Background: an optimization exercise with open tools, aiming at small area and a short achievable clock period. Do not read the settings as production practice. Function was checked by simulation only, so behaviour that the tests miss may differ from the original. Power is estimated from default activity; no workload was simulated.

==> flow/design.v <==
`default_nettype none
package flash_pkg;
  localparam logic [7:0] FLASH_OP_READ = 8'h03;
  typedef struct packed {
    logic [7:0]  opcode;
    logic [23:0] addr;       
  } flash_cmd_fields_t;
  typedef union packed {
    flash_cmd_fields_t f;
    logic [3:0][7:0]   bytes;
  } flash_cmd_u;
  typedef enum logic [2:0] {
    CMD,
    ADDR_HI,
    ADDR_MID,
    ADDR_LO,
    DUMMY,
    DATA_HI,
    DATA_LO
  } reader_phase_e;
endpackage
`default_nettype wire
`default_nettype none
package imem_pkg;
  localparam int INSTR_W = 16;
  typedef logic [INSTR_W-1:0] instr_t;
  typedef logic [6-1:0] iaddr_t;
endpackage
`default_nettype wire
`default_nettype none
`timescale 1ns/1ps
module spi_flash_reader (
  input  logic                    clk,
  input  logic                    rst_n,
  input  logic                    clken,
  output logic                    ins,        
  output logic [3:0]              bit_j,      
  output logic                    ready,
  output logic                    spi_cs,
  output logic                    spi_sclk,
  output logic                    spi_mosi,
  input  logic                    spi_miso
);
  localparam logic [10:0] HDR_START = 11'd2008;
  localparam logic [10:0] LAST_BIT  = 11'd1023;
  localparam logic [5:0]  W0        = 6'd47;
  logic [10:0] q;
  logic        got;       
  logic [5:0]  w;         
  logic        data;
  logic        fall;
  logic        done;
  logic        word_end;
  logic        mosi_next;
  assign data     = !q[10];
  assign bit_j    = q[3:0];
  assign ins      = !ready && !spi_cs && data && !got && (w == {1'b0, q[3:0], 1'b0});
  assign done     = clken && !ready && !spi_cs && (q == LAST_BIT) && (got || ins);
  assign fall     = clken && !ready && !spi_cs && spi_sclk && !done && (!data || got || ins);
  assign word_end = data && (q[3:0] == 4'hf);
  assign mosi_next = (q == HDR_START + 11'd5) || (q == HDR_START + 11'd6) ||
                     (q == HDR_START + 11'd10);
  always_ff @(posedge clk) begin
    if (!rst_n) begin
      w        <= W0;
      q        <= HDR_START;
      got      <= 1'b0;
      ready    <= 1'b0;
      spi_cs   <= 1'b1;
      spi_sclk <= 1'b1;
      spi_mosi <= 1'b0;
    end else begin
      if (fall && word_end) begin
        w <= w + (q[4] ? 6'd32 : 6'd33);
      end else begin
        w <= w + 6'd1;
      end
      if (ins) begin
        got <= 1'b1;
      end
      if (done) begin
        ready    <= 1'b1;
        spi_cs   <= 1'b1;
        spi_sclk <= 1'b1;
      end else if (clken && !ready) begin
        if (spi_cs) begin
          spi_cs   <= 1'b0;            
          spi_sclk <= 1'b0;
          spi_mosi <= 1'b0;
        end else if (!spi_sclk) begin
          spi_sclk <= 1'b1;
        end else if (fall) begin
          spi_sclk <= 1'b0;
          spi_mosi <= mosi_next;
          q        <= q + 11'd1;
          got      <= 1'b0;
        end
      end
    end
  end
endmodule
`default_nettype wire
`default_nettype none
`timescale 1ns/1ps
module imem_bank #(
  parameter int INS = 0
) (
  input  logic                    clk,
  input  logic                    ins,      
  input  logic                    din,
  input  logic [7:0]              sel_lo,   
  input  logic [7:0]              sel_hi,   
  output logic                    rbit
);
  logic [64-1:0] ring;
  always_ff @(posedge clk) begin
    ring <= {ring[64-2:0], ring[64-1]};
    if (ins) begin
      ring[INS] <= din;
    end
  end
  logic [7:0] grp;
  always_comb begin
    for (int g = 0; g < 8; g++) begin
      grp[g] = |(sel_lo & ring[8*g +: 8]);
    end
  end
  assign rbit = |(sel_hi & grp);
endmodule
`default_nettype wire
`default_nettype none
`timescale 1ns/1ps
module boot_rom (
  input  logic             clk,
  input  logic             rst_n,
  input  logic             clken,
  input  imem_pkg::iaddr_t fetch_addr,
  output imem_pkg::instr_t instruction,
  output logic             ready,
  input  logic             spi_miso,
  output logic             spi_cs,
  output logic             spi_sclk,
  output logic             spi_mosi
);
  localparam logic [5:0] PHASE0 = 6'd46;
  imem_pkg::iaddr_t phase, phase_n;
  logic [3:0]       dlo, dhi;
  logic [2:0]       a_lo, a_hi;
  logic [7:0]       sel_lo, sel_hi, hi0, late;
  logic             borrow;
  logic             ins;
  logic [3:0]       bit_j;
  imem_pkg::instr_t rd;
  assign a_lo = fetch_addr[3:1];
  assign a_hi = {fetch_addr[0], fetch_addr[5:4]};
  assign phase_n = !rst_n ? PHASE0 : phase + 6'd1;
  function automatic logic [3:0] diff_bits(input logic [2:0] p);
    diff_bits = {p[2] ^ (p[1:0] != 2'd3), p[2] ^ !p[1], p[2] ^ (p[1:0] == 2'd0), p[1] ^ !p[0]};
  endfunction
  always_ff @(posedge clk) begin
    phase <= phase_n;
    dlo   <= diff_bits(phase_n[2:0]);
    dhi   <= diff_bits(phase_n[5:3]);
  end
  function automatic logic [2:0] minus(input logic [2:0] p, input logic [3:0] d, input int x);
    logic b2;
    case (x % 4)
      0: b2 = p[2];
      1: b2 = d[1];
      2: b2 = d[2];
      default: b2 = d[3];
    endcase
    minus = {b2 ^ 1'((x / 4) % 2), ((x % 2) ? d[0] : p[1]) ^ 1'((x / 2) % 2), p[0] ^ 1'(x % 2)};
  endfunction
  always_comb begin
    for (int x = 0; x < 8; x++) begin
      sel_lo[x] = (a_lo == minus(phase[2:0], dlo, x));    
      hi0[x]    = (a_hi == minus(phase[5:3], dhi, x));    
      late[x]   = (3'(x) > phase[2:0]);                   
    end
  end
  assign borrow = |(sel_lo & late);
  assign sel_hi = borrow ? {hi0[0], hi0[7:1]} : hi0;
  always_ff @(posedge clk) begin
    if (!rst_n) begin
      instruction <= '0;
    end else if (clken && ready) begin
      instruction <= rd;
    end
  end
  spi_flash_reader u_reader (
    .clk     (clk),
    .rst_n   (rst_n),
    .clken   (clken),
    .ins     (ins),
    .bit_j   (bit_j),
    .ready   (ready),
    .spi_cs  (spi_cs),
    .spi_sclk(spi_sclk),
    .spi_mosi(spi_mosi),
    .spi_miso(spi_miso)
  );
  for (genvar b = 0; b < imem_pkg::INSTR_W; b++) begin : g_lane
    imem_bank #(.INS(2 * (imem_pkg::INSTR_W - 1 - b))) u_lane (
      .clk (clk),
      .ins (ins && (bit_j == 4'(imem_pkg::INSTR_W - 1 - b))),
      .din (spi_miso),
      .sel_lo(sel_lo),
      .sel_hi(sel_hi),
      .rbit(rd[b])
    );
  end
endmodule
`default_nettype wire
clock: 4.0 ns
lec_check: 0
cap_margin: 20
core_margin: 2
core_utilization: 65
setup_slack_margin: 2.0
slew_margin: 20
synth_hierarchical: 1
run.sh (not shown) runs the stock make flow with config.mk's settings and CLKGATE_MAP_FILE= SYNTH_SCRIPT=/design/flow/synth_recipe.tcl, a recipe that flattens the netlist after the stock synthesis.
The starting point finished clean.
Testbench counts at the start, summed over its fixed seeds: boot cycles 51,816.
Then changed:
CORE_UTILIZATION = 40   (was 65)
SYNTH_HIERARCHICAL = default   (was 1)
What happened:
- sequential power stays flat
- register-to-register slack is worse by 0.04 ns
- worst setup slack is worse by 0.043 ns
- first-iteration DRC count goes up by 7.3%
- critical path depth goes down by 4
- global-route usage goes down by 7.9 points
- area after synthesis goes down by 1.8%
- non-clock buffer count goes up by 59

re-timing with driven ports:
In the flow no input, the clock included, has a driving cell. The finished layouts below were timed again as built, in two steps. Step 1 sets driving cells, clkbuf_16 on the clock port and buf_2 on the other inputs (assumed; they add their load-dependent delay and slew). Step 2 times the ports against the registers' clock, not the clock port: input delays grow and output delays shrink by t, the midpoint of the rising clock arrivals with the driver on. a / b / c = ideal ports / drivers / drivers and shift; a / b = the first two.
run	t, ns	slack for setup (ns)	worst setup path after step 2
the first run	0.683	1.335 / 1.335 / 0.673	input to register
the second run	0.712	1.293 / 1.293 / 0.656	input to register
After both steps every run listed still meets setup and hold. The setup slack of the first run, which loses most, moves by 0.000 ns with the drivers and by -0.662 ns with both steps.
